Context: an optimization exercise on an open-source flow, tuned for small area, a short achievable clock period and few clock cycles per item. The choices shown serve that exercise and are no tape-out recipe. In this exercise RTL edits were held to simulation tests only and were not proved equivalent to the original. Power and IR drop assume default switching activity.

## flow/design.v (module list and top-level ports; edited modules follow where they fit)
// module scaled_residual_add: 385 lines
// module sra_mul_csa: 1913 lines
module scaled_residual_add (
    input  logic        i_clk,
    input  logic        i_rst_n,
    input  logic        i_valid,
    output logic        o_stall,
    input  logic [31:0] i_addend_bits,
    input  logic [31:0] i_scaled_bits,
    input  logic        i_last_in,
    output logic        o_valid,
    input  logic        i_stall,
    output logic [31:0] o_sum_bits,
    output logic        o_last_out,
    input  logic        psel,
    input  logic        penable,
    input  logic        pwrite,
    input  logic [2:0]  paddr,
    input  logic [31:0] pwdata,
    output logic [31:0] prdata,
    output logic        pready
);
  // ...
==> flow/run.sh <==
#!/bin/bash
# synth_recipe.tcl (not shown) runs the flow's synth.tcl, then flattens the netlist and writes it again
# the make line also repeats each setting of config.mk as NAME=value (left out here)
make -C /OpenROAD-flow-scripts/flow DESIGN_CONFIG=/design/flow/config.mk WORK_HOME=/design/flow/orfs CLKGATE_MAP_FILE= SYNTH_SCRIPT=/design/flow/synth_recipe.tcl finish
==> flow/config.mk <==
export PLATFORM = sky130hd
export DESIGN_NAME = scaled_residual_add
export DESIGN_NICKNAME = scaled_residual_add
export VERILOG_FILES = /design/flow/design.v
export SDC_FILE = /design/flow/constraint.sdc
export NUM_CORES = 4
export LEC_CHECK = 0
export CAP_MARGIN = 20
export CORE_MARGIN = 2
export CORE_UTILIZATION = 40
export SLEW_MARGIN = 20
==> flow/constraint.sdc <==
create_clock -name core_clock -period 9.5 [get_ports {i_clk}]
set_input_delay 1.9000 -clock core_clock [delete_from_list [all_inputs] [get_ports {i_clk}]]
set_output_delay 1.9000 -clock core_clock [all_outputs]
set_load 0.01 [all_outputs]
==> metrics.md, run 1 <==
| Metric | Value |
|---|---|
| Outcome | no timing/DRC/antenna violations |
| Placed Cells | 6844 |
| Complex-gate fraction of the synthesized area | 18.8% |
| Comb pwr share | 61.7% |
| FFs w/ async S/R, synth | 0% |
| Worst EP required | 9910 ps |
| Top class by area | multi-input gates |
| Crit Reg-Reg Startpoint | r1_s[15] |
| Number of flops mapped to enable cells by yosys | 451 |
| Synthesis-stage register bit count | 491 |
| Met3 wire length | 9810 um |
| CTS tree | built |
| Critical Path AT | 9280 ps |
| Vias in the first global route | 40438 |
| Clock group share of total power | 14.7% |
| Clock Latency Late Sink | 680 ps |
| Critical Path Source | r1_s[15] |
| CP Launch Type | flop |
| Library cells used by synthesis | 118 |
| Crit path to | r2_spec |
| Nonclk buf count | 287 |
| Seq/Total Area, Yosys | 29.2% |
| Tap Cells | 1625 |
| Core ar. | 122000 um2 |
| CTS Buffer Depth | 3 |
| Cells after Synth | 5274 |
| Clock Buffer Count | 66 |
Testbench counts, summed over its fixed seeds: cycles 16,048, items 16,000.
==> module scaled_residual_add, before the edit <==
module scaled_residual_add (
    input  logic        i_clk,
    input  logic        i_rst_n,
    input  logic        i_valid,
    output logic        o_stall,
    input  logic [31:0] i_addend_bits,
    input  logic [31:0] i_scaled_bits,
    input  logic        i_last_in,
    output logic        o_valid,
    input  logic        i_stall,
    output logic [31:0] o_sum_bits,
    output logic        o_last_out,
    input  logic        psel,
    input  logic        penable,
    input  logic        pwrite,
    input  logic [2:0]  paddr,
    input  logic [31:0] pwdata,
    output logic [31:0] prdata,
    output logic        pready
);
    function automatic logic [4:0] lzc24(input logic [23:0] v);
        logic [4:0] n;
        n = 5'd0;
        for (int i = 0; i < 24; i++) begin
            if (v[i]) n = 5'(23 - i);
        end
        lzc24 = n;
    endfunction
    function automatic logic [4:0] lzc29(input logic [28:0] v);
        logic [4:0] n;
        n = 5'd29;
        for (int i = 0; i < 29; i++) begin
            if (v[i]) n = 5'(28 - i);
        end
        lzc29 = n;
    endfunction
    logic [31:0] r_scale;
    logic [1:0]  r_format;
    assign pready = 1'b1;
    assign prdata = (paddr[2] == sra_pkg::REG_FORMAT) ? {30'b0, r_format} : r_scale;
    always_ff @(posedge i_clk) begin
        if (!i_rst_n) begin
            r_scale  <= 32'h3F80_0000;
            r_format <= sra_pkg::MODE_F32;
        end else if (psel && penable && pwrite) begin
            case (paddr[2])
                sra_pkg::REG_SCALE:  r_scale  <= pwdata;
                sra_pkg::REG_FORMAT: r_format <= pwdata[1:0];
                default: ;
            endcase
        end
    end
    logic       r_ov;
    logic [4:0] r_v;
    logic       en;
    assign en      = !r_ov || !i_stall;
    assign o_stall = !en;
    always_ff @(posedge i_clk) begin
        if (!i_rst_n) begin
            r_v  <= '0;
            r_ov <= 1'b0;
        end else if (en) begin
            r_v  <= {r_v[3:0], i_valid};
            r_ov <= r_v[4];
        end
    end
    logic [11:0] n_sneg, n_sone, n_stwo;
    logic signed [9:0] n_se;
    logic        n_snan, n_sinf, n_szero;
    always_comb begin
        logic [7:0]  ef;
        logic [23:0] sig, nrm;
        logic [4:0]  lz;
        logic [25:0] ext;
        ef      = r_scale[30:23];
        sig     = {ef != 8'd0, r_scale[22:0]};
        lz      = lzc24(sig);
        nrm     = sig << lz;
        n_se    = $signed({2'b0, ((ef == 8'd0) ? 8'd1 : ef)}) - $signed({5'b0, lz});
        n_snan  = (ef == 8'hFF) && (r_scale[22:0] != 23'd0);
        n_sinf  = (ef == 8'hFF) && (r_scale[22:0] == 23'd0);
        n_szero = r_scale[30:0] == 31'd0;
        ext     = {2'b0, 1'b1, nrm[22:0]};
        for (int j = 0; j < 12; j++) begin
            logic g2, g1, g0;
            g2 = ext[2*j+1];
            g1 = ext[2*j];
            g0 = (j == 0) ? 1'b0 : ext[2*j-1];
            n_sneg[j] = g2 & ~(g1 & g0);
            n_sone[j] = g1 ^ g0;
            n_stwo[j] = (g2 & ~g1 & ~g0) | (~g2 & g1 & g0);
        end
    end
    logic [31:0] n0_a;
    logic [22:0] n0_bf;
    logic signed [9:0] n0_eb;
    logic        n0_bs, n0_bnan, n0_binf, n0_bzero, n0_bf16;
    always_comb begin
        logic [31:0] b;
        logic [7:0]  ef;
        logic [23:0] sig, nrm;
        logic [4:0]  lz;
        n0_bf16 = (r_format == sra_pkg::MODE_BF16);
        n0_a = n0_bf16 ? {i_addend_bits[15:0], 16'b0} : i_addend_bits;
        b    = (r_format == sra_pkg::MODE_BF16 || r_format == sra_pkg::MODE_MIX)
             ? {i_scaled_bits[15:0], 16'b0} : i_scaled_bits;
        ef       = b[30:23];
        sig      = {ef != 8'd0, b[22:0]};
        lz       = lzc24(sig);
        nrm      = sig << lz;
        n0_bf    = nrm[22:0];
        n0_eb    = $signed({2'b0, ((ef == 8'd0) ? 8'd1 : ef)}) - $signed({5'b0, lz});
        n0_bs    = b[31];
        n0_bnan  = (ef == 8'hFF) && (b[22:0] != 23'd0);
        n0_binf  = (ef == 8'hFF) && (b[22:0] == 23'd0);
        n0_bzero = b[30:0] == 31'd0;
    end
    logic [31:0] r0_a;
    logic [22:0] r0_bf;
    logic signed [9:0] r0_eb;
    logic        r0_bs, r0_bnan, r0_binf, r0_bzero, r0_bf16, r0_last;
    logic [11:0] r0_sneg, r0_sone, r0_stwo;
    logic signed [9:0] r0_se;
    logic        r0_ss, r0_snan, r0_sinf, r0_szero;
    always_ff @(posedge i_clk) begin
        if (en) begin
            r0_a     <= n0_a;
            r0_bf    <= n0_bf;
            r0_eb    <= n0_eb;
            r0_bs    <= n0_bs;
            r0_bnan  <= n0_bnan;
            r0_binf  <= n0_binf;
            r0_bzero <= n0_bzero;
            r0_bf16  <= n0_bf16;
            r0_last  <= i_last_in;
            r0_sneg  <= n_sneg;
            r0_sone  <= n_sone;
            r0_stwo  <= n_stwo;
            r0_se    <= n_se;
            r0_ss    <= r_scale[31];
            r0_snan  <= n_snan;
            r0_sinf  <= n_sinf;
            r0_szero <= n_szero;
        end
    end
    logic [47:0] n1_s, n1_c;
    logic signed [9:0] n1_e;
    logic        n1_pnan, n1_pinf, n1_pzero;
    sra_mul_csa u_mul (
        .b  ({1'b1, r0_bf}),
        .neg(r0_sneg),
        .one(r0_sone),
        .two(r0_stwo),
        .s  (n1_s),
        .c  (n1_c)
    );
    always_comb begin
        n1_e     = r0_eb + r0_se - 10'sd127;
        n1_pnan  = r0_bnan || r0_snan || (r0_binf && r0_szero) || (r0_bzero && r0_sinf);
        n1_pinf  = (r0_binf || r0_sinf) && !n1_pnan;
        n1_pzero = (r0_bzero || r0_szero) && !(r0_bnan || r0_snan || r0_binf || r0_sinf);
    end
    logic [47:0] r1_s, r1_c;
    logic signed [9:0] r1_e;
    logic        r1_pnan, r1_pinf, r1_pzero, r1_ps;
    logic [31:0] r1_a;
    logic        r1_bf16, r1_last;
    always_ff @(posedge i_clk) begin
        if (en) begin
            r1_s     <= n1_s;
            r1_c     <= n1_c;
            r1_e     <= n1_e;
            r1_pnan  <= n1_pnan;
            r1_pinf  <= n1_pinf;
            r1_pzero <= n1_pzero;
            r1_ps    <= r0_bs ^ r0_ss;
            r1_a     <= r0_a;
            r1_bf16  <= r0_bf16;
            r1_last  <= r0_last;
        end
    end
    logic [23:0] n2_siga;
    logic [24:0] n2_mr;
    logic        n2_dpos;
    logic [4:0]  n2_dsat;
    logic [7:0]  n2_ebig;
    logic        n2_spec, n2_snan, n2_ssign;
    always_comb begin
        logic [47:0] prod, pn;
        logic        top;
        logic signed [9:0]  e;
        logic [4:0]  k;
        logic [24:0] u;
        logic [23:0] m, msk;
        logic [25:0] kmask;
        logic        stlo, rb, lsb, st, up, ovf, pinf;
        logic [24:0] mr;
        logic [7:0]  aef;
        logic [7:0]  ea;
        logic        anan, ainf, as;
        logic signed [10:0] d;
        logic [10:0] ad;
        prod = r1_s + r1_c;
        top  = prod[47];
        pn   = top ? prod : {prod[46:0], 1'b0};
        e    = r1_e + $signed({9'b0, top});
        if (e < 10'sd1) begin
            k = (e < -10'sd24) ? 5'd25 : 5'(10'sd1 - e);
        end else begin
            k = 5'd0;
        end
        u     = pn[47:23];
        m     = pn[47:24];
        stlo  = |pn[22:0];
        kmask = ~(26'h3FF_FFFF << k);
        msk   = kmask[23:0];
        rb    = |(u & ~kmask[24:0] & (kmask[24:0] + 25'd1));
        lsb   = (k < 5'd24) ? m[k] : 1'b0;
        st    = stlo | (|(u & kmask[24:0]));
        up    = rb & (st | lsb);
        mr    = ({1'b0, m | msk} + {24'b0, up}) & ~{1'b0, msk};
        ovf   = (e > 10'sd254) || ((e == 10'sd254) && mr[24]);
        pinf  = r1_pinf || (!r1_pnan && !r1_pzero && ovf);
        if (r1_pzero) begin
            mr = '0;
            e  = '0;
        end
        aef  = r1_a[30:23];
        ea   = (aef == 8'd0) ? 8'd1 : aef;
        as   = r1_a[31];
        anan = (aef == 8'hFF) && (r1_a[22:0] != 23'd0);
        ainf = (aef == 8'hFF) && (r1_a[22:0] == 23'd0);
        n2_siga = {aef != 8'd0, r1_a[22:0]};
        d       = $signed({3'b0, ea}) - 11'(e);
        n2_dpos = !d[10];
        ad      = d[10] ? 11'(-d) : 11'(d);
        n2_dsat = (ad > 11'd31) ? 5'd31 : ad[4:0];
        n2_ebig = n2_dpos ? ea : e[7:0];
        n2_mr   = mr;
        n2_snan  = anan || r1_pnan || (ainf && pinf && (as != r1_ps));
        n2_spec  = n2_snan || ainf || pinf;
        n2_ssign = ainf ? as : r1_ps;
    end
    logic [23:0] r2_siga;
    logic [24:0] r2_mr;
    logic        r2_dpos;
    logic [4:0]  r2_dsat;
    logic [7:0]  r2_ebig;
    logic        r2_as, r2_ps, r2_spec, r2_snan, r2_ssign, r2_bf16, r2_last;
    always_ff @(posedge i_clk) begin
        if (en) begin
            r2_siga  <= n2_siga;
            r2_mr    <= n2_mr;
            r2_dpos  <= n2_dpos;
            r2_dsat  <= n2_dsat;
            r2_ebig  <= n2_ebig;
            r2_as    <= r1_a[31];
            r2_ps    <= r1_ps;
            r2_spec  <= n2_spec;
            r2_snan  <= n2_snan;
            r2_ssign <= n2_ssign;
            r2_bf16  <= r1_bf16;
            r2_last  <= r1_last;
        end
    end
    logic [28:0] n3_s;
    logic        n3_sres, n3_sub;
    always_comb begin
        logic [24:0] bsig, ssig;
        logic [27:0] shin, shv, bext;
        logic [28:0] r1, r2;
        logic        sbig, ssml;
        bsig  = r2_dpos ? {1'b0, r2_siga} : r2_mr;
        ssig  = r2_dpos ? r2_mr : {1'b0, r2_siga};
        sbig  = r2_dpos ? r2_as : r2_ps;
        ssml  = r2_dpos ? r2_ps : r2_as;
        shin  = {ssig, 3'b0};
        if (r2_dsat >= 5'd28) begin
            shv = {27'b0, |ssig};
        end else begin
            shv = (shin >> r2_dsat) | {27'b0, |(shin & ~(28'hFFF_FFFF << r2_dsat))};
        end
        bext   = {bsig, 3'b0};
        n3_sub = r2_as ^ r2_ps;
        r1     = {1'b0, bext} - {1'b0, shv};
        r2     = {1'b0, shv} - {1'b0, bext};
        if (!n3_sub) begin
            n3_s    = {1'b0, bext} + {1'b0, shv};
            n3_sres = sbig;
        end else if (r1[28]) begin
            n3_s    = r2;
            n3_sres = ssml;
        end else begin
            n3_s    = r1;
            n3_sres = sbig;
        end
    end
    logic [28:0] r3_s;
    logic [7:0]  r3_ebig;
    logic        r3_sres, r3_sub, r3_spec, r3_snan, r3_ssign, r3_bf16, r3_last;
    always_ff @(posedge i_clk) begin
        if (en) begin
            r3_s     <= n3_s;
            r3_ebig  <= r2_ebig;
            r3_sres  <= n3_sres;
            r3_sub   <= n3_sub;
            r3_spec  <= r2_spec;
            r3_snan  <= r2_snan;
            r3_ssign <= r2_ssign;
            r3_bf16  <= r2_bf16;
            r3_last  <= r2_last;
        end
    end
    logic [23:0] n4_mant;
    logic        n4_up, n4_zero, n4_zs;
    logic [8:0]  n4_er;
    always_comb begin
        logic [4:0]  lz, l;
        logic [8:0]  lim;
        logic [28:0] sn;
        lz      = lzc29(r3_s);
        lim     = {1'b0, r3_ebig} + 9'd1;
        l       = ({4'b0, lz} < lim) ? lz : lim[4:0];
        sn      = r3_s << l;
        n4_mant = sn[28:5];
        n4_up   = sn[4] & ((|sn[3:0]) | sn[5]);
        n4_er   = {1'b0, r3_ebig} + 9'd2 - {4'b0, l};
        n4_zero = r3_s == 29'd0;
        n4_zs   = r3_sres && !r3_sub;
    end
    logic [23:0] r4_mant;
    logic        r4_up, r4_zero, r4_zs;
    logic [8:0]  r4_er;
    logic        r4_sres, r4_spec, r4_snan, r4_ssign, r4_bf16, r4_last;
    always_ff @(posedge i_clk) begin
        if (en) begin
            r4_mant  <= n4_mant;
            r4_up    <= n4_up;
            r4_zero  <= n4_zero;
            r4_zs    <= n4_zs;
            r4_er    <= n4_er;
            r4_sres  <= r3_sres;
            r4_spec  <= r3_spec;
            r4_snan  <= r3_snan;
            r4_ssign <= r3_ssign;
            r4_bf16  <= r3_bf16;
            r4_last  <= r3_last;
        end
    end
    logic [31:0] n5_sum;
    always_comb begin
        logic [30:0] mag;
        logic [31:0] res;
        logic [32:0] wide;
        mag = {r4_er[7:0] - 8'd1, 23'b0} + {7'b0, r4_mant} + {30'b0, r4_up};
        if (r4_spec) begin
            res = r4_snan ? sra_pkg::QNAN32 : {r4_ssign, sra_pkg::INF_MAG32};
        end else if (r4_zero) begin
            res = {r4_zs, 31'b0};
        end else if (r4_er >= 9'd255) begin
            res = {r4_sres, sra_pkg::INF_MAG32};
        end else begin
            res = {r4_sres, mag};
        end
        wide = {1'b0, res} + 33'h7FFF + {32'b0, res[16]};
        if (!r4_bf16) begin
            n5_sum = res;
        end else if (r4_spec && r4_snan) begin
            n5_sum = {16'b0, sra_pkg::QNAN16};
        end else begin
            n5_sum = {16'b0, wide[31:16]};
        end
    end
    logic [31:0] r_sum;
    logic        r_last;
    always_ff @(posedge i_clk) begin
        if (en) begin
            r_sum  <= n5_sum;
            r_last <= r4_last;
        end
    end
    assign o_valid    = r_ov;
    assign o_sum_bits = r_sum;
    assign o_last_out = r_last;
endmodule
==> run 2: changes to the inputs <==
--- a/flow/design.v
+++ b/flow/design.v
@@ -157,3 +157,2 @@
     logic [47:0] n1_s, n1_c;
-    logic signed [9:0] n1_e;
     logic        n1_pnan, n1_pinf, n1_pzero;
@@ -167,4 +166,14 @@
     );
+    logic        n1_sub;
+    logic [4:0]  n1_kk;
+    logic        n1_e253, n1_e254, n1_e255;
+    logic        n1_dpos;
+    logic [4:0]  n1_dsat;
+    logic [7:0]  n1_ebig;
+    logic        n1_anan, n1_ainf;
     always_comb begin
-        n1_e     = r0_eb + r0_se - 10'sd127;
+        logic signed [9:0]  e;
+        logic [7:0]  aef, ea;
+        logic signed [10:0] d;
+        logic [10:0] ad;
         n1_pnan  = r0_bnan || r0_snan || (r0_binf && r0_szero) || (r0_bzero && r0_sinf);
@@ -172,5 +181,19 @@
         n1_pzero = (r0_bzero || r0_szero) && !(r0_bnan || r0_snan || r0_binf || r0_sinf);
+        e        = n1_pzero ? 10'sd0 : (r0_eb + r0_se - 10'sd127);
+        n1_sub   = e < 10'sd1;
+        n1_kk    = (e < -10'sd24) ? 5'd26 : 5'(10'sd1 - e);
+        n1_e253  = e == 10'sd253;
+        n1_e254  = e == 10'sd254;
+        n1_e255  = e > 10'sd254;
+        aef      = r0_a[30:23];
+        ea       = (aef == 8'd0) ? 8'd1 : aef;
+        n1_anan  = (aef == 8'hFF) && (r0_a[22:0] != 23'd0);
+        n1_ainf  = (aef == 8'hFF) && (r0_a[22:0] == 23'd0);
+        d        = $signed({3'b0, ea}) - 11'(e);
+        n1_dpos  = !d[10];
+        ad       = d[10] ? 11'(-d) : 11'(d);
+        n1_dsat  = (ad > 11'd31) ? 5'd31 : ad[4:0];
+        n1_ebig  = n1_dpos ? ea : e[7:0];
     end
     logic [47:0] r1_s, r1_c;
-    logic signed [9:0] r1_e;
     logic        r1_pnan, r1_pinf, r1_pzero, r1_ps;
@@ -178,2 +201,9 @@
     logic        r1_bf16, r1_last;
+    logic        r1_sub;
+    logic [4:0]  r1_kk;
+    logic        r1_e253, r1_e254, r1_e255;
+    logic        r1_dpos;
+    logic [4:0]  r1_dsat;
+    logic [7:0]  r1_ebig;
+    logic        r1_anan, r1_ainf;
     always_ff @(posedge i_clk) begin
@@ -182,3 +212,2 @@
             r1_c     <= n1_c;
-            r1_e     <= n1_e;
             r1_pnan  <= n1_pnan;
@@ -190,84 +219,80 @@
             r1_last  <= r0_last;
+            r1_sub   <= n1_sub;
+            r1_kk    <= n1_kk;
+            r1_e253  <= n1_e253;
+            r1_e254  <= n1_e254;
+            r1_e255  <= n1_e255;
+            r1_dpos  <= n1_dpos;
+            r1_dsat  <= n1_dsat;
+            r1_ebig  <= n1_ebig;
+            r1_anan  <= n1_anan;
+            r1_ainf  <= n1_ainf;
         end
     end
-    logic [23:0] n2_siga;
-    logic [24:0] n2_mr;
-    logic        n2_dpos;
-    logic [4:0]  n2_dsat;
-    logic [7:0]  n2_ebig;
-    logic        n2_spec, n2_snan, n2_ssign;
+    logic [25:0] n2_bsig, n2_ssig;
+    logic        n2_q253, n2_q254;
+    function automatic logic [25:0] inc25(input logic [24:0] v);
+        logic [24:0] c;
+        for (int i = 0; i < 25; i++) begin
+            c[i] = &(v | (25'h1FF_FFFF << i));
+        end
+        inc25 = {c[24] & v[24], v ^ c};
+    endfunction
     always_comb begin
-        logic [47:0] prod, pn;
+        logic [47:0] prod;
         logic        top;
-        logic signed [9:0]  e;
-        logic [4:0]  k;
-        logic [24:0] u;
-        logic [23:0] m, msk;
-        logic [25:0] kmask;
-        logic        stlo, rb, lsb, st, up, ovf, pinf;
-        logic [24:0] mr;
-        logic [7:0]  aef;
-        logic [7:0]  ea;
-        logic        anan, ainf, as;
-        logic signed [10:0] d;
-        logic [10:0] ad;
+        logic [24:0] x, km;
+        logic [25:0] xi0, xi1, xis, w;
+        logic        rb_s, lsb_s, st_s, rb_n, lsb_n, st_n, rb, lsb, st, up;
         prod = r1_s + r1_c;
         top  = prod[47];
-        pn   = top ? prod : {prod[46:0], 1'b0};
-        e    = r1_e + $signed({9'b0, top});
-        if (e < 10'sd1) begin
-            k = (e < -10'sd24) ? 5'd25 : 5'(10'sd1 - e);
-        end else begin
-            k = 5'd0;
-        end
-        u     = pn[47:23];
-        m     = pn[47:24];
-        stlo  = |pn[22:0];
-        kmask = ~(26'h3FF_FFFF << k);
-        msk   = kmask[23:0];
-        rb    = |(u & ~kmask[24:0] & (kmask[24:0] + 25'd1));
-        lsb   = (k < 5'd24) ? m[k] : 1'b0;
-        st    = stlo | (|(u & kmask[24:0]));
+        x    = prod[47:23];
+        km    = ~(25'h1FF_FFFF << r1_kk);           
+        rb_s  = (r1_kk > 5'd25) ? 1'b0 : |(x & (km ^ (km >> 1)));
+        lsb_s = (r1_kk > 5'd24) ? 1'b0 : |(x & (km + 25'd1));
+        st_s  = (|prod[22:0]) | (|(x & (km >> 1)));
+        rb_n  = top ? prod[23] : prod[22];
+        lsb_n = top ? prod[24] : prod[23];
+        st_n  = top ? (|prod[22:0]) : (|prod[21:0]);
+        rb    = r1_sub ? rb_s  : rb_n;
+        lsb   = r1_sub ? lsb_s : lsb_n;
+        st    = r1_sub ? st_s  : st_n;
         up    = rb & (st | lsb);
-        mr    = ({1'b0, m | msk} + {24'b0, up}) & ~{1'b0, msk};
-        ovf   = (e > 10'sd254) || ((e == 10'sd254) && mr[24]);
-        pinf  = r1_pinf || (!r1_pnan && !r1_pzero && ovf);
+        xi0   = inc25(x);
+        xi1   = inc25(x | 25'd1) & ~26'd1;
+        xis   = inc25(x | km) & ~{1'b0, km};
         if (r1_pzero) begin
-            mr = '0;
-            e  = '0;
+            w = '0;
+        end else if (r1_sub) begin
+            w = up ? xis : {1'b0, x & ~km};
+        end else if (top) begin
+            w = up ? xi1 : {1'b0, x & ~25'd1};
+        end else begin
+            w = up ? xi0 : {1'b0, x};
         end
-        aef  = r1_a[30:23];
-        ea   = (aef == 8'd0) ? 8'd1 : aef;
-        as   = r1_a[31];
-        anan = (aef == 8'hFF) && (r1_a[22:0] != 23'd0);
-        ainf = (aef == 8'hFF) && (r1_a[22:0] == 23'd0);
-        n2_siga = {aef != 8'd0, r1_a[22:0]};
-        d       = $signed({3'b0, ea}) - 11'(e);
-        n2_dpos = !d[10];
-        ad      = d[10] ? 11'(-d) : 11'(d);
-        n2_dsat = (ad > 11'd31) ? 5'd31 : ad[4:0];
-        n2_ebig = n2_dpos ? ea : e[7:0];
-        n2_mr   = mr;
-        n2_snan  = anan || r1_pnan || (ainf && pinf && (as != r1_ps));
-        n2_spec  = n2_snan || ainf || pinf;
-        n2_ssign = ainf ? as : r1_ps;
-    end
-    logic [23:0] r2_siga;
-    logic [24:0] r2_mr;
-    logic        r2_dpos;
+        n2_bsig = r1_dpos ? {2'b0, r1_a[30:23] != 8'd0, r1_a[22:0]} : w;
+        n2_ssig = r1_dpos ? w : {2'b0, r1_a[30:23] != 8'd0, r1_a[22:0]};
+        n2_q253 = r1_e253 && !r1_pnan && !r1_pzero;
+        n2_q254 = r1_e254 && !r1_pnan && !r1_pzero;
+    end
+    logic [25:0] r2_bsig, r2_ssig;
     logic [4:0]  r2_dsat;
     logic [7:0]  r2_ebig;
-    logic        r2_as, r2_ps, r2_spec, r2_snan, r2_ssign, r2_bf16, r2_last;
+    logic        r2_dpos, r2_as, r2_ps, r2_bf16, r2_last;
+    logic        r2_anan, r2_ainf, r2_pnan, r2_pinf, r2_q253, r2_q254;
     always_ff @(posedge i_clk) begin
         if (en) begin
-            r2_siga  <= n2_siga;
-            r2_mr    <= n2_mr;
-            r2_dpos  <= n2_dpos;
-            r2_dsat  <= n2_dsat;
-            r2_ebig  <= n2_ebig;
+            r2_bsig  <= n2_bsig;
+            r2_ssig  <= n2_ssig;
+            r2_dpos  <= r1_dpos;
+            r2_dsat  <= r1_dsat;
+            r2_ebig  <= r1_ebig;
             r2_as    <= r1_a[31];
             r2_ps    <= r1_ps;
-            r2_spec  <= n2_spec;
-            r2_snan  <= n2_snan;
-            r2_ssign <= n2_ssign;
+            r2_anan  <= r1_anan;
+            r2_ainf  <= r1_ainf;
+            r2_pnan  <= r1_pnan;
+            r2_pinf  <= r1_pinf || (r1_e255 && !r1_pnan && !r1_pzero);
+            r2_q253  <= n2_q253;
+            r2_q254  <= n2_q254;
             r2_bf16  <= r1_bf16;
@@ -276,11 +301,21 @@
     end
-    logic [28:0] n3_s;
+    logic r2_spec, r2_snan, r2_ssign;
+    always_comb begin
+        logic [1:0] wt;
+        logic       pinf;
+        wt       = r2_dpos ? r2_ssig[25:24] : r2_bsig[25:24];
+        pinf     = r2_pinf || (r2_q254 && (wt != 2'b00)) || (r2_q253 && wt[1]);
+        r2_snan  = r2_anan || r2_pnan || (r2_ainf && pinf && (r2_as != r2_ps));
+        r2_spec  = r2_snan || r2_ainf || pinf;
+        r2_ssign = r2_ainf ? r2_as : r2_ps;
+    end
+    logic [29:0] n3_s;
     logic        n3_sres, n3_sub;
     always_comb begin
-        logic [24:0] bsig, ssig;
-        logic [27:0] shin, shv, bext;
-        logic [28:0] r1, r2;
+        logic [25:0] bsig, ssig;
+        logic [28:0] shin, shv, bext;
+        logic [29:0] r1, r2;
         logic        sbig, ssml;
-        bsig  = r2_dpos ? {1'b0, r2_siga} : r2_mr;
-        ssig  = r2_dpos ? r2_mr : {1'b0, r2_siga};
+        bsig  = r2_bsig;
+        ssig  = r2_ssig;
         sbig  = r2_dpos ? r2_as : r2_ps;
@@ -288,6 +323,6 @@
         shin  = {ssig, 3'b0};
-        if (r2_dsat >= 5'd28) begin
-            shv = {27'b0, |ssig};
+        if (r2_dsat >= 5'd29) begin
+            shv = {28'b0, |ssig};
         end else begin
-            shv = (shin >> r2_dsat) | {27'b0, |(shin & ~(28'hFFF_FFFF << r2_dsat))};
+            shv = (shin >> r2_dsat) | {28'b0, |(shin & ~(29'h1FFF_FFFF << r2_dsat))};
         end
@@ -300,3 +335,3 @@
             n3_sres = sbig;
-        end else if (r1[28]) begin
+        end else if (r1[29]) begin
             n3_s    = r2;
@@ -308,3 +343,3 @@
     end
-    logic [28:0] r3_s;
+    logic [29:0] r3_s;
     logic [7:0]  r3_ebig;
@@ -326,15 +361,24 @@
     logic        n4_up, n4_zero, n4_zs;
-    logic [8:0]  n4_er;
+    logic [4:0]  n4_l;
     always_comb begin
-        logic [4:0]  lz, l;
-        logic [8:0]  lim;
-        logic [28:0] sn;
-        lz      = lzc29(r3_s);
-        lim     = {1'b0, r3_ebig} + 9'd1;
-        l       = ({4'b0, lz} < lim) ? lz : lim[4:0];
-        sn      = r3_s << l;
-        n4_mant = sn[28:5];
-        n4_up   = sn[4] & ((|sn[3:0]) | sn[5]);
-        n4_er   = {1'b0, r3_ebig} + 9'd2 - {4'b0, l};
-        n4_zero = r3_s == 29'd0;
+        logic [31:0] v, sv;
+        logic [31:0] mk;
+        logic [4:0]  l;
+        mk = (r3_ebig < 8'd28) ? (32'h2000_0000 >> (r3_ebig + 8'd2)) << 2 : 32'd0;
+        v  = {r3_s, 2'b0} | mk;
+        sv = {r3_s, 2'b0};
+        l[4] = v[31:16] == 16'd0;
+        if (l[4]) begin v = v << 16; sv = sv << 16; end
+        l[3] = v[31:24] == 8'd0;
+        if (l[3]) begin v = v << 8; sv = sv << 8; end
+        l[2] = v[31:28] == 4'd0;
+        if (l[2]) begin v = v << 4; sv = sv << 4; end
+        l[1] = v[31:30] == 2'd0;
+        if (l[1]) begin v = v << 2; sv = sv << 2; end
+        l[0] = !v[31];
+        if (l[0]) begin sv = sv << 1; end
+        n4_l    = l;
+        n4_mant = sv[31:8];
+        n4_up   = sv[7] & ((|sv[6:2]) | sv[8]);
+        n4_zero = r3_s == 30'd0;
         n4_zs   = r3_sres && !r3_sub;
@@ -343,3 +387,4 @@
     logic        r4_up, r4_zero, r4_zs;
-    logic [8:0]  r4_er;
+    logic [4:0]  r4_l;
+    logic [7:0]  r4_ebig;
     logic        r4_sres, r4_spec, r4_snan, r4_ssign, r4_bf16, r4_last;
@@ -351,3 +396,4 @@
             r4_zs    <= n4_zs;
-            r4_er    <= n4_er;
+            r4_l     <= n4_l;
+            r4_ebig  <= r3_ebig;
             r4_sres  <= r3_sres;
@@ -362,2 +408,3 @@
     always_comb begin
+        logic [8:0]  er;
         logic [30:0] mag;
@@ -365,3 +412,4 @@
         logic [32:0] wide;
-        mag = {r4_er[7:0] - 8'd1, 23'b0} + {7'b0, r4_mant} + {30'b0, r4_up};
+        er  = {1'b0, r4_ebig} + 9'd3 - {4'b0, r4_l};
+        mag = {er[7:0] - 8'd1, 23'b0} + {7'b0, r4_mant} + {30'b0, r4_up};
         if (r4_spec) begin
@@ -370,3 +418,3 @@
             res = {r4_zs, 31'b0};
-        end else if (r4_er >= 9'd255) begin
+        end else if (er >= 9'd255) begin
             res = {r4_sres, sra_pkg::INF_MAG32};
--- a/flow/config.mk
+++ b/flow/config.mk
@@ -10,2 +10,3 @@
 export CORE_UTILIZATION = 40
+export SETUP_SLACK_MARGIN = 5
 export SLEW_MARGIN = 20
==> run 2 against run 1 <==
Against the previous run:
- still clean on timing, DRC and antenna
- clock skew is 19 ps higher
- register-to-register slack improved by 3500 ps
- sequential power grew 12%
- wire length increased by 20%
- cell area up 21%
- synthesized cell count is 8.2% higher
- sequential share of layout area down 3.4 points
- critical path depth is 10 lower
- via count increased by 16%
==> metrics.md, run 2 <==
| Metric | Value |
|---|---|
| Sw Pwr | 10.8 mW |
| CTS Buf Count | 59 |
| Hold path cells | 0 |
| Post-synth top flop | edfxtp_1 |
| HPWL Detailed | 123000 um |
| Fin crit share | 56.1% |
| Period minus WS final | 5330 ps |
| Outcome | no timing/DRC/antenna violations |
| Hold crit path type | reg -> reg |
| CP most frequent cell | a21oi_2 |
| Area grow syn2layout | 26.5% |
| Cell Int Power | 11.6 mW |
| FFs w/ async S/R, synth | 0% (unchanged) |
| Residual DRC count | 0 |
| Clock group share of total power | 10.3% (-4.4 points) |
| Final WL | 184000 um |
| Synth top area share | 27.6% |
| Unrepaired setup endpoints after global routing | true |
| Critical path type | reg -> reg |
| Gpl congestion | 0.962 |
| Seq pwr share | 18.2% |
| Comb pwr share | 71.5% (+9.8 points) |
| Placed inst area | 55400 um2 |
| Pin count of the biggest net entering global routing | 179 |
| Endpoint class of the critical path | flop |
| Most common cell in the netlist | inv_1 |
| Worst slew margin | 22.0% |
| # setup viols final | 0 |
| Cells after Synth | 5704 (+8.2%) |
| CP Cell Sequence | buf_6 -> buf_12 -> mux4_2 -> mux2i_2 -> nor2_1 -> a21oi_2 -> mux2_4 -> inv_2 -> ha_4 -> fa_2 -> nand2b_1 -> a21oi_2 -> o21bai_1 -> a21oi_2 -> o41a_1 -> a311o_1 -> and4b_1 -> a221oi_4 -> a311oi_2 -> o31ai_1 -> a21oi_1 -> buf_4 -> o2111ai_2 -> o211ai_1 |
| Via Count | 47426 |
| Slowest-stage cell, CP | mux4_2 |
| Seq/Total Area, Yosys | 29.1% (-0.067 points) |
| Share of layout cells above drive strength 1 | 23.4% |
| Via/cell ratio | 6.00 |
| Synth Area per Inst | 9.10 um2 |
| Number of routed nets with antenna violations | 0 |
| Critical path's largest stage delay | 520 ps |
| CTS tree | built |
| Wire length per cell | 23.3 um |
| Initial antenna violation count | 3 |
| Worst-Margin Slew | 1170 ps |
| Net Sw Frac | 48.0% |
| Top flop regs | r1_s (48), r1_c (47) |
| Max cap viols | 0 |
| Synth cell count leaders | inv_1, edfxtp_1, nand2_1, nor2_1, a21oi_1 |
| Number of flops mapped to enable cells by yosys | 477 (+5.8%) |
| CTS Hold Bufs | 0 |
| Clock Sinks | 517 |
| Hold Fails Final Rpt | 0 |
| CP Launch Type | flop |
| Most frequent cells in the layout | inv_1, edfxtp_1, nand2_1 |
| Cell area after layout | 65700 um2 |
| Largest register FFs | 48 |
| Synth Cell Area | 51900 um2 |
| Cell taking the most area after synthesis | edfxtp_1 |
| Vias in the first global route | 45709 (+13%) |
| Most common cell after layout, fill and taps aside | inv_1 |
| Final Skew | 42.7 ps |
| Worst EP required | 9890 ps (-20 ps) |
| All-Layer GR Usage | 26.5% |
| DIE AREA | 133000 um2 |
| Fmax | 0.188 GHz |
| Synthesis-stage register bit count | 517 (+5.3%) |
| # IOs | 175 |
| Yosys warns | 1 |
| Critical Path AT | 5730 ps (-3550 ps) |
| CP Max Fanout | 4 |
| First-pass GRT wire length | 274000 um |
| H-tree Lvls | 2 |
| Pre-Repair DR Iteration Count | 6 |
| Core ar. | 129000 um2 (+6.0%) |
| Final TNS setup | 0 ps |
| Largest cells by area after synthesis | edfxtp_1, fa_1, ha_1, xnor2_1, a22oi_1 |
| Cell depth of the worst flop-to-flop path | 24 |
| Port Buffers | 171 |
| Starting Density | 40.2% |
| Chip height | 364 um |
| Clock root cell | clkbuf_16 |
| Biggest register | r1_s |
| Grt total ovfl | 0 |
| Std cell rows | 132 |
| Pwr Density | 341 nW/um2 |
| Initial DRC count | 4973 |
| Pins Over Slew Limit | 0 |
| CTS Buffer Depth | 3 (unchanged) |
| Chip Width | 364 um |
| Tot Pwr | 22.4 mW |
| Clock Latency Late Sink | 680 ps (about the same) |
| Net count, final | 6732 |
| Clock Pin Slew Worst Setup and Hold Paths | 60 ps |
| Worst IR Drop VDD | 0.000197 V |
| Cell leakage power | 26.5 nW |
| Library cells used by synthesis | 126 (+6.8%) |
[run 2: metrics by stage]
step                      hold WS, ps  util (%)  cells  setup WS [ps]
after floorplan                   400         -   5706           3360
after global placement            402      42.9   7353           2750
after detailed placement          405      42.9   7354           2680
after CTS                         411      48.5   7754           4310
after global routing              421      50.8   7903           3940
final                             412      50.8   7906           4170
[run 2: cells by family after synthesis]
logic type | count (synthesis) | share of synthesized area [%]
fa+ha+maj | 515 | 16.0
simple gates | 1534 | 14.3
other cells | 1 | 0.00723
compound gates | 1485 | 19.9
buf+inv | 913 | 6.84
flops | 517 | 29.1
mux | 280 | 6.01
xor+xnor | 459 | 7.80
[run 2: layer usage]
| layer | up-vias | global-route usage [%] | routed length (um) |
|---|---|---|---|
| met2 | 2371 | 42.1 | 82900 |
| met4 | 4 | 11.6 | 9640 |
| li1 | 21352 | - | - |
| met3 | 623 | 4.53 | 15400 |
| met1 | 23076 | 35.3 | 76200 |
| met5 | - | 0 | 32 |
[run 2: path summary, 6_finish.rpt]
kind	startpoint	to	slack, ps
worst max-delay path	r2_dsat[0]	r3_s[29]	4170
worst min-delay path	r4_last	r_last	410
worst max register to register	r2_dsat[0]	r3_s[29]	4170
worst min register to register	r4_last	r_last	410
[run 2: critical path: cells and delay by family (launching register included)]
family	cells	cell delay (ps)
adders and majority gates	2	510
muxes	3	940
and+or+nand+nor	3	420
buffers and inverters	4	490
AOI/OAI and AO/OA	12	2380
DFF	1	340
[run 2: power by group through the flow]
stage	clock network [mW]	logic, mW	registers (mW)
5_1_grt	2.45	17.1	4.13
6_report	2.31	16.0	4.07
3_5_place_dp	0	11.3	4.06
4_1_cts	2.37	14.1	4.04
2_1_floorplan	0	8.35	3.79
3_3_place_gp	0	11.2	4.05
[run 2: what timing repair did]
action,in CTS,in global routing
pin swaps,193,204
setup endpoints to repair,276,147
buffers inserted,266,142
resized for setup,772,356
cloned,24,4
[run 2: layout make-up]
class | count | area (um2)
flip-flops and latches | 517 | 15100
inverters | 545 | 2160
repair inverters | 5 | 30.0
clock inverters | 42 | 447
well taps | 1742 | 2180
multi-input cells | 4283 | 37600
diodes | 3 | 7.51
clock buffers | 68 | 1510
fillers | 11805 | 63500
repair buffers | 701 | 6600
Testbench counts of run 2, summed over its fixed seeds: cycles 16,048, items 16,000.
==> run 3: changes to the inputs <==
--- a/flow/design.v
+++ b/flow/design.v
@@ -47,2 +47,45 @@
     endfunction
+    function automatic logic [59:0] padd29(input logic [28:0] a, input logic [28:0] b);
+        logic [28:0] g, p, gg, pp, gn, pn;
+        logic [29:0] s0, s1;
+        g  = a & b;
+        p  = a ^ b;
+        gg = g;
+        pp = p;
+        for (int l = 0; l < 5; l++) begin
+            gn = gg;
+            pn = pp;
+            for (int i = 0; i < 29; i++) begin
+                if ((i >> l) & 1) begin
+                    gn[i] = gg[i] | (pp[i] & gg[((i >> l) << l) - 1]);
+                    pn[i] = pp[i] & pp[((i >> l) << l) - 1];
+                end
+            end
+            gg = gn;
+            pp = pn;
+        end
+        s0 = {gg[28], p ^ {gg[27:0], 1'b0}};
+        s1 = {gg[28] | pp[28], p ^ ({gg[27:0], 1'b0} | {pp[27:0], 1'b1})};
+        padd29 = {s1, s0};
+    endfunction
+    function automatic logic [47:0] padd48(input logic [47:0] a, input logic [47:0] b);
+        logic [47:0] g, p, gg, pp, gn, pn;
+        g  = a & b;
+        p  = a ^ b;
+        gg = g;
+        pp = p;
+        for (int l = 0; l < 6; l++) begin
+            gn = gg;
+            pn = pp;
+            for (int i = 0; i < 48; i++) begin
+                if ((i >> l) & 1) begin
+                    gn[i] = gg[i] | (pp[i] & gg[((i >> l) << l) - 1]);
+                    pn[i] = pp[i] & pp[((i >> l) << l) - 1];
+                end
+            end
+            gg = gn;
+            pp = pn;
+        end
+        padd48 = p ^ {gg[46:0], 1'b0};
+    endfunction
     logic [31:0] r_scale;
@@ -64,3 +107,3 @@
     logic       r_ov;
-    logic [4:0] r_v;
+    logic [5:0] r_v;
     logic       en;
@@ -73,4 +116,4 @@
         end else if (en) begin
-            r_v  <= {r_v[3:0], i_valid};
-            r_ov <= r_v[4];
+            r_v  <= {r_v[4:0], i_valid};
+            r_ov <= r_v[5];
         end
@@ -199,3 +242,4 @@
     logic        r1_pnan, r1_pinf, r1_pzero, r1_ps;
-    logic [31:0] r1_a;
+    logic [23:0] r1_siga;
+    logic        r1_as;
     logic        r1_bf16, r1_last;
@@ -216,3 +260,4 @@
             r1_ps    <= r0_bs ^ r0_ss;
-            r1_a     <= r0_a;
+            r1_siga  <= {r0_a[30:23] != 8'd0, r0_a[22:0]};
+            r1_as    <= r0_a[31];
             r1_bf16  <= r0_bf16;
@@ -231,52 +276,23 @@
     end
-    logic [25:0] n2_bsig, n2_ssig;
-    logic        n2_q253, n2_q254;
-    function automatic logic [25:0] inc25(input logic [24:0] v);
-        logic [24:0] c;
-        for (int i = 0; i < 25; i++) begin
-            c[i] = &(v | (25'h1FF_FFFF << i));
-        end
-        inc25 = {c[24] & v[24], v ^ c};
-    endfunction
+    logic [24:0] n2_x;
+    logic        n2_top, n2_up0, n2_up1, n2_sts;
     always_comb begin
-        logic [47:0] prod;
-        logic        top;
-        logic [24:0] x, km;
-        logic [25:0] xi0, xi1, xis, w;
-        logic        rb_s, lsb_s, st_s, rb_n, lsb_n, st_n, rb, lsb, st, up;
-        prod = r1_s + r1_c;
-        top  = prod[47];
-        x    = prod[47:23];
-        km    = ~(25'h1FF_FFFF << r1_kk);           
-        rb_s  = (r1_kk > 5'd25) ? 1'b0 : |(x & (km ^ (km >> 1)));
-        lsb_s = (r1_kk > 5'd24) ? 1'b0 : |(x & (km + 25'd1));
-        st_s  = (|prod[22:0]) | (|(x & (km >> 1)));
-        rb_n  = top ? prod[23] : prod[22];
-        lsb_n = top ? prod[24] : prod[23];
-        st_n  = top ? (|prod[22:0]) : (|prod[21:0]);
-        rb    = r1_sub ? rb_s  : rb_n;
-        lsb   = r1_sub ? lsb_s : lsb_n;
-        st    = r1_sub ? st_s  : st_n;
-        up    = rb & (st | lsb);
-        xi0   = inc25(x);
-        xi1   = inc25(x | 25'd1) & ~26'd1;
-        xis   = inc25(x | km) & ~{1'b0, km};
-        if (r1_pzero) begin
-            w = '0;
-        end else if (r1_sub) begin
-            w = up ? xis : {1'b0, x & ~km};
-        end else if (top) begin
-            w = up ? xi1 : {1'b0, x & ~25'd1};
-        end else begin
-            w = up ? xi0 : {1'b0, x};
-        end
-        n2_bsig = r1_dpos ? {2'b0, r1_a[30:23] != 8'd0, r1_a[22:0]} : w;
-        n2_ssig = r1_dpos ? w : {2'b0, r1_a[30:23] != 8'd0, r1_a[22:0]};
-        n2_q253 = r1_e253 && !r1_pnan && !r1_pzero;
-        n2_q254 = r1_e254 && !r1_pnan && !r1_pzero;
-    end
-    logic [25:0] r2_bsig, r2_ssig;
+        logic [47:0] prod, zq;
+        logic [47:0] tm;
+        prod = padd48(r1_s, r1_c);
+        zq   = (r1_s ^ r1_c) ^ {(r1_s[46:0] | r1_c[46:0]), 1'b0};
+        tm     = ~(48'hFFFF_FFFF_FFFF << (6'd22 + {1'b0, r1_kk}));
+        n2_sts = |(zq & tm);
+        n2_up0 = prod[22] & ((|zq[21:0]) | prod[23]);
+        n2_up1 = prod[23] & ((|zq[22:0]) | prod[24]);
+        n2_x   = prod[47:23];
+        n2_top = prod[47];
+    end
+    logic [24:0] r2_x;
+    logic        r2_up0, r2_up1, r2_sts, r2_top, r2_sub;
+    logic [4:0]  r2_kk, r2_kk1;
+    logic [23:0] r2_siga;
     logic [4:0]  r2_dsat;
     logic [7:0]  r2_ebig;
-    logic        r2_dpos, r2_as, r2_ps, r2_bf16, r2_last;
+    logic        r2_dpos, r2_as, r2_ps, r2_bf16, r2_last, r2_pzero;
     logic        r2_anan, r2_ainf, r2_pnan, r2_pinf, r2_q253, r2_q254;
@@ -284,4 +300,11 @@
         if (en) begin
-            r2_bsig  <= n2_bsig;
-            r2_ssig  <= n2_ssig;
+            r2_x     <= n2_x;
+            r2_up0   <= n2_up0;
+            r2_up1   <= n2_up1;
+            r2_sts   <= n2_sts;
+            r2_top   <= n2_top;
+            r2_sub   <= r1_sub;
+            r2_kk    <= r1_kk;
+            r2_kk1   <= r1_kk - 5'd1;
+            r2_siga  <= r1_siga;
             r2_dpos  <= r1_dpos;
@@ -289,4 +312,5 @@
             r2_ebig  <= r1_ebig;
-            r2_as    <= r1_a[31];
+            r2_as    <= r1_as;
             r2_ps    <= r1_ps;
+            r2_pzero <= r1_pzero;
             r2_anan  <= r1_anan;
@@ -295,4 +319,4 @@
             r2_pinf  <= r1_pinf || (r1_e255 && !r1_pnan && !r1_pzero);
-            r2_q253  <= n2_q253;
-            r2_q254  <= n2_q254;
+            r2_q253  <= r1_e253 && !r1_pnan && !r1_pzero;
+            r2_q254  <= r1_e254 && !r1_pnan && !r1_pzero;
             r2_bf16  <= r1_bf16;
@@ -301,42 +325,78 @@
     end
-    logic r2_spec, r2_snan, r2_ssign;
+    logic [28:0] n2b_bext, n2b_shv;
+    logic        n2b_sub, n2b_sbig, n2b_ssml;
+    logic        n2b_spec, n2b_snan, n2b_ssign;
+    function automatic logic [25:0] inc25(input logic [24:0] v);
+        logic [24:0] c;
+        for (int i = 0; i < 25; i++) begin
+            c[i] = &(v | (25'h1FF_FFFF << i));
+        end
+        inc25 = {c[24] & v[24], v ^ c};
+    endfunction
     always_comb begin
-        logic [1:0] wt;
-        logic       pinf;
-        wt       = r2_dpos ? r2_ssig[25:24] : r2_bsig[25:24];
-        pinf     = r2_pinf || (r2_q254 && (wt != 2'b00)) || (r2_q253 && wt[1]);
-        r2_snan  = r2_anan || r2_pnan || (r2_ainf && pinf && (r2_as != r2_ps));
-        r2_spec  = r2_snan || r2_ainf || pinf;
-        r2_ssign = r2_ainf ? r2_as : r2_ps;
+        logic [24:0] km, msk;
+        logic [25:0] w, bsig, ssig;
+        logic [28:0] shin;
+        logic        pinf, rb_s, lsb_s, up;
+        km  = ~(25'h1FF_FFFF << r2_kk);           
+        msk = r2_sub ? km : {24'b0, r2_top};
+        rb_s  = (r2_kk1 > 5'd24) ? 1'b0 : r2_x[r2_kk1];
+        lsb_s = (r2_kk > 5'd24) ? 1'b0 : r2_x[r2_kk];
+        up    = r2_sub ? (rb_s & (r2_sts | lsb_s)) : (r2_top ? r2_up1 : r2_up0);
+        if (r2_pzero) begin
+            w = '0;
+        end else if (up) begin
+            w = inc25(r2_x | msk) & ~{1'b0, msk};
+        end else begin
+            w = {1'b0, r2_x & ~msk};
+        end
+        pinf      = r2_pinf || (r2_q254 && (w[25] || w[24])) || (r2_q253 && w[25]);
+        n2b_snan  = r2_anan || r2_pnan || (r2_ainf && pinf && (r2_as != r2_ps));
+        n2b_spec  = n2b_snan || r2_ainf || pinf;
+        n2b_ssign = r2_ainf ? r2_as : r2_ps;
+        bsig     = r2_dpos ? {2'b0, r2_siga} : w;
+        ssig     = r2_dpos ? w : {2'b0, r2_siga};
+        n2b_sbig = r2_dpos ? r2_as : r2_ps;
+        n2b_ssml = r2_dpos ? r2_ps : r2_as;
+        n2b_sub  = r2_as ^ r2_ps;
+        shin     = {ssig, 3'b0};
+        if (r2_dsat >= 5'd29) begin
+            n2b_shv = {28'b0, |ssig};
+        end else begin
+            n2b_shv = (shin >> r2_dsat) | {28'b0, |(shin & ~(29'h1FFF_FFFF << r2_dsat))};
+        end
+        n2b_bext = {bsig, 3'b0};
+    end
+    logic [28:0] r2b_bext, r2b_shv;
+    logic [7:0]  r2b_ebig;
+    logic        r2b_sub, r2b_sbig, r2b_ssml, r2b_spec, r2b_snan, r2b_ssign, r2b_bf16, r2b_last;
+    always_ff @(posedge i_clk) begin
+        if (en) begin
+            r2b_bext  <= n2b_bext;
+            r2b_shv   <= n2b_shv;
+            r2b_ebig  <= r2_ebig;
+            r2b_sub   <= n2b_sub;
+            r2b_sbig  <= n2b_sbig;
+            r2b_ssml  <= n2b_ssml;
+            r2b_spec  <= n2b_spec;
+            r2b_snan  <= n2b_snan;
+            r2b_ssign <= n2b_ssign;
+            r2b_bf16  <= r2_bf16;
+            r2b_last  <= r2_last;
+        end
     end
     logic [29:0] n3_s;
-    logic        n3_sres, n3_sub;
+    logic        n3_sres;
     always_comb begin
-        logic [25:0] bsig, ssig;
-        logic [28:0] shin, shv, bext;
         logic [29:0] r1, r2;
-        logic        sbig, ssml;
-        bsig  = r2_bsig;
-        ssig  = r2_ssig;
-        sbig  = r2_dpos ? r2_as : r2_ps;
-        ssml  = r2_dpos ? r2_ps : r2_as;
-        shin  = {ssig, 3'b0};
-        if (r2_dsat >= 5'd29) begin
-            shv = {28'b0, |ssig};
-        end else begin
-            shv = (shin >> r2_dsat) | {28'b0, |(shin & ~(29'h1FFF_FFFF << r2_dsat))};
-        end
-        bext   = {bsig, 3'b0};
-        n3_sub = r2_as ^ r2_ps;
-        r1     = {1'b0, bext} - {1'b0, shv};
-        r2     = {1'b0, shv} - {1'b0, bext};
-        if (!n3_sub) begin
-            n3_s    = {1'b0, bext} + {1'b0, shv};
-            n3_sres = sbig;
-        end else if (r1[29]) begin
+        {r1, r2} = padd29(r2b_bext, r2b_sub ? ~r2b_shv : r2b_shv);
+        if (!r2b_sub) begin
             n3_s    = r2;
-            n3_sres = ssml;
+            n3_sres = r2b_sbig;
+        end else if (r1[29]) begin
+            n3_s    = {1'b0, r1[28:0]};
+            n3_sres = r2b_sbig;
         end else begin
-            n3_s    = r1;
-            n3_sres = sbig;
+            n3_s    = {1'b0, ~r2[28:0]};
+            n3_sres = r2b_ssml;
         end
@@ -349,10 +409,10 @@
             r3_s     <= n3_s;
-            r3_ebig  <= r2_ebig;
+            r3_ebig  <= r2b_ebig;
             r3_sres  <= n3_sres;
-            r3_sub   <= n3_sub;
-            r3_spec  <= r2_spec;
-            r3_snan  <= r2_snan;
-            r3_ssign <= r2_ssign;
-            r3_bf16  <= r2_bf16;
-            r3_last  <= r2_last;
+            r3_sub   <= r2b_sub;
+            r3_spec  <= r2b_spec;
+            r3_snan  <= r2b_snan;
+            r3_ssign <= r2b_ssign;
+            r3_bf16  <= r2b_bf16;
+            r3_last  <= r2b_last;
         end
==> run 3 against run 2 <==
Against the previous run:
- wire length decreased by 16%
- clock power increased by 23%
- hold slack got worse by 14 ps
- area after synthesis decreased by 3.0%
- non-clock buffer count decreased by 295
- total power decreased by 28%
==> metrics.md, run 3 <==
| Metric | Value |
|---|---|
| Worst IR Drop VDD | 0.000183 V (-7.0%) |
| Antenna cells | 0 (-3) |
| Worst-Margin Slew | 964 ps (-205 ps) |
| Yosys warns | 1 (unchanged) |
| Most frequent cells in the layout | edfxtp_1, inv_1, nand2_1 |
| Final WS setup | 4990 ps (+823 ps) |
| Outcome | no timing/DRC/antenna violations |
| Most common cell in the netlist | edfxtp_1 |
| # IOs | 175 (unchanged) |
| Critical path type | in -> out |
| Number of flops mapped to enable cells by yosys | 553 (+16%) |
| Vias in the first global route | 39789 (-13%) |
| Clock Latency Late Sink | 680 ps (about the same) |
| # setup viols final | 0 (unchanged) |
| Clock root cell | clkbuf_16 |
| Seq/Total Area, Yosys | 34.6% (+5.5 points) |
| Cell family with most CP delay | buffers and inverters |
| HPWL Detailed | 107000 um (-13%) |
| H-tree Lvls | 3 (+1) |
| Largest cells by area after synthesis | edfxtp_1, fa_1, ha_1, xnor2_1, a22oi_1 |
| All-Layer GR Usage | 23.2% (-3.3 points) |
| Clock Pin Slew Worst Setup and Hold Paths | 60 ps (about the same) |
| Post-synth top flop | edfxtp_1 |
| CP Launch Type | primary input |
| Chip Width | 359 um (-1.5%) |
| CP Cell Sequence | buf_4 -> buf_12 -> clkbuf_16 -> nor2b_4 -> buf_2 |
| Most common cell after layout, fill and taps aside | edfxtp_1 |
| Cell leakage power | 23.6 nW (-11%) |
| Initial antenna violation count | 2 (-1) |
| CTS Hold Bufs | 0 (unchanged) |
| Critical Path AT | 2610 ps (-3120 ps) |
| Pwr Density | 277 nW/um2 (-19%) |
| Synth cell count leaders | edfxtp_1, inv_1, nand2_1, nor2_1, xnor2_1 |
| CTS Buffer Depth | 3 (unchanged) |
| Tot Pwr | 16.2 mW (-28%) |
| Final WL | 155000 um (-16%) |
| Starting Density | 40.2% (about the same) |
| Largest register FFs | 48 (unchanged) |
| Hold crit path type | reg -> reg |
| Via Count | 40663 (-14%) |
| Clock Sinks | 594 (+15%) |
| Endpoint class of the critical path | primary output |
| Core ar. | 125000 um2 (-3.0%) |
| Synthesis-stage register bit count | 594 (+15%) |
| Via/cell ratio | 5.77 (-3.8%) |
| Synth Cell Area | 50400 um2 (-3.0%) |
| CTS Buf Count | 72 (+22%) |
| First-pass GRT wire length | 235000 um (-14%) |
| Residual DRC count | 0 (unchanged) |
| Std cell rows | 130 (-1.5%) |
| Period minus WS final | 4510 ps (-823 ps) |
| Final TNS setup | 0 ps (unchanged) |
| Pins Over Slew Limit | 0 (unchanged) |
| Library cells used by synthesis | 105 (-17%) |
| Min Hold Slack | 398 ps (-14.0 ps) |
| Biggest register | r1_s |
| Pin count of the biggest net entering global routing | 85 (-53%) |
| Critical path's largest stage delay | 160 ps (-360 ps) |
| Grt total ovfl | 0 (unchanged) |
| Synth top area share | 33.0% (+5.4 points) |
| Chip height | 359 um (-1.5%) |
| Gpl congestion | 0.946 (-1.7%) |
| Max cap viols | 0 (unchanged) |
| Final Skew | 52.4 ps (+9.72 ps) |
| FFs w/ async S/R, synth | 0% (unchanged) |
| Net count, final | 5936 (-12%) |
| Unrepaired setup endpoints after global routing | true |
| CP Max Fanout | 8 (+4) |
| Synth Area per Inst | 9.69 um2 (+6.5%) |
| Top flop regs | r1_s (48), r1_c (47) |
| Hold Fails Final Rpt | 0 (unchanged) |
| CP Buf/Inv Count | 4 (unchanged) |
| Area grow syn2layout | 15.9% |
| Worst slack, placed | 3090 ps (+413 ps) |
| Share of layout cells above drive strength 1 | 13.1% (-10 points) |
| DIE AREA | 129000 um2 (-2.9%) |
| Fin crit share | 47.5% (-8.7 points) |
| Port Buffers | 171 (unchanged) |
| Cell taking the most area after synthesis | edfxtp_1 |
| Worst EP required | 7600 ps (-2290 ps) |
| Initial DRC count | 3946 (-21%) |
| Pre-Repair DR Iteration Count | 7 (+1) |
| Slowest-stage cell, CP | clkbuf_16 |
| Fmax | 0.222 GHz (+18%) |
| CTS tree | built |
| Worst slew margin | 35.7% (+14 points) |
| Wire length per cell | 22.0 um (-5.4%) |
| Number of routed nets with antenna violations | 0 (unchanged) |
| Cells after Synth | 5196 (-8.9%) |
-- run 3: cell count changes in the layout (fill, tap and decap cells not counted), moves of 36 or more --
| cell | delta |
|---|---|
| ha_1 | +36 |
| a21oi_1 | -51 |
| nand2_1 | -61 |
| edfxtp_1 | +76 |
| buf_4 | -189 |
| ha_4 | -50 |
| xor2_1 | +68 |
| buf_6 | -81 |
-- run 3: logic make-up (layout without fill, tap and decap cells) --
group / count (synthesis) / in the layout / share of synthesized area (%)
buffers and inverters: 882 / 1079 / 6.75
XOR/XNOR: 520 / 520 / 9.04
other: 1 / 3 / 0.00745
AND/OR/NAND/NOR: 1281 / 1285 / 12.2
adder cells (fa/ha/maj): 489 / 489 / 15.9
AO/OA/AOI/OAI: 1175 / 1175 / 15.8
multiplexers: 254 / 254 / 5.67
flip-flops: 594 / 594 / 34.6
-- run 3: path summary, 6_finish.rpt --
| path | start | endpoint | slack [ps] | cells after the start |
|---|---|---|---|---|
| min reg2reg | r2b_bf16 | r3_bf16 | 400 | 0 |
| min | r2b_bf16 | r3_bf16 | 400 | 0 |
| max | paddr[2] | prdata[27] | 4990 | 5 |
| max reg2reg | r3_ebig[1] | r4_mant[5] | 5080 | 16 |
-- run 3: area by class of cell --
type	count	area (um2)
Clock buffer	89	1910
Fill cell	11759	66900
Timing Repair inverter	2	17.5
Tap cell	1650	2060
Multi-Input combinational cell	3726	30700
Timing Repair Buffer	406	3630
Clock inverter	42	528
Sequential cell	594	17400
Inverter	540	2070
-- run 3: timing repair --
item / CTS / global route
resized for setup: 285 / 140
gates cloned: 8 / 8
pin swaps: 20 / 62
setup buffers: 55 / 75
setup endpoints to repair: 396 / 272
-- run 3: layer usage --
metal / up-vias / part of all wire, % / GRT usage [%]
met4: 4 / 3.5 / 8.21
met2: 1805 / 47 / 38.3
met1: 19838 / 41 / 30.2
li1: 18656 / - / -
met3: 360 / 8.0 / 4.64
met5: - / 0.019 / 0
-- run 3: stage by stage --
| step | cell area [um2] | utilization (%) | instances |
|---|---|---|---|
| final | 58300 | 46.6 | 7049 |
| after global routing | 58300 | 46.6 | 7049 |
| after CTS | 57000 | 45.5 | 6965 |
| after detailed placement | 53600 | 42.8 | 6771 |
| after global placement | 53600 | 42.8 | 6771 |
| after floorplan | 50500 | - | 5198 |
-- run 3: power by group --
part / internal, mW / switching (mW) / leakage, nW
combinational: 3.65 / 5.12 / 16.0
sequential: 3.87 / 0.687 / 6.41
clock: 1.67 / 1.17 / 1.18
Testbench counts of run 3, summed over its fixed seeds: cycles 16,056, items 16,000.

[port drivers added, routing unchanged]
How much do the figures lean on ideal ports? The routed layouts below were timed once more, with nothing changed but the port constraints.
Step 1 (the two cells are an assumption about what drives the block):
set clk [get_ports {i_clk}]
set_driving_cell -lib_cell sky130_fd_sc_hd__clkbuf_16 $clk
set_driving_cell -lib_cell sky130_fd_sc_hd__buf_2 [delete_from_list [all_inputs] $clk]
Step 2 adds t to the input delays and takes it off the output delays; t is the mean of the earliest and latest rising clock arrival at the registers after step 1. Input paths then give back, and output paths get back, about the clock's delay inside the block.
a / b / c = ideal / step 1 / step 2; a / b = the first two.
| run | t (ns) | setup WS [ns] | worst setup path at the end | worst register clock-pin slew, ns | pins driven straight from the clock port |
|---|---|---|---|---|---|
| run 1 | 0.736 | 0.634 / 0.634 / 0.634 | register to register | 0.07 / 0.07 | 1 |
| run 2 | 0.740 | 4.167 / 4.167 / 3.934 | input to register | 0.08 / 0.08 | 1 |
| run 3 | 0.728 | 4.990 / 4.968 / 4.389 | input to register | 0.07 / 0.07 | 1 |
After both steps setup and hold are still met in every run listed. For run 3, which loses most, drivers alone change the setup slack by -0.022 ns; drivers and shift together by -0.601 ns.
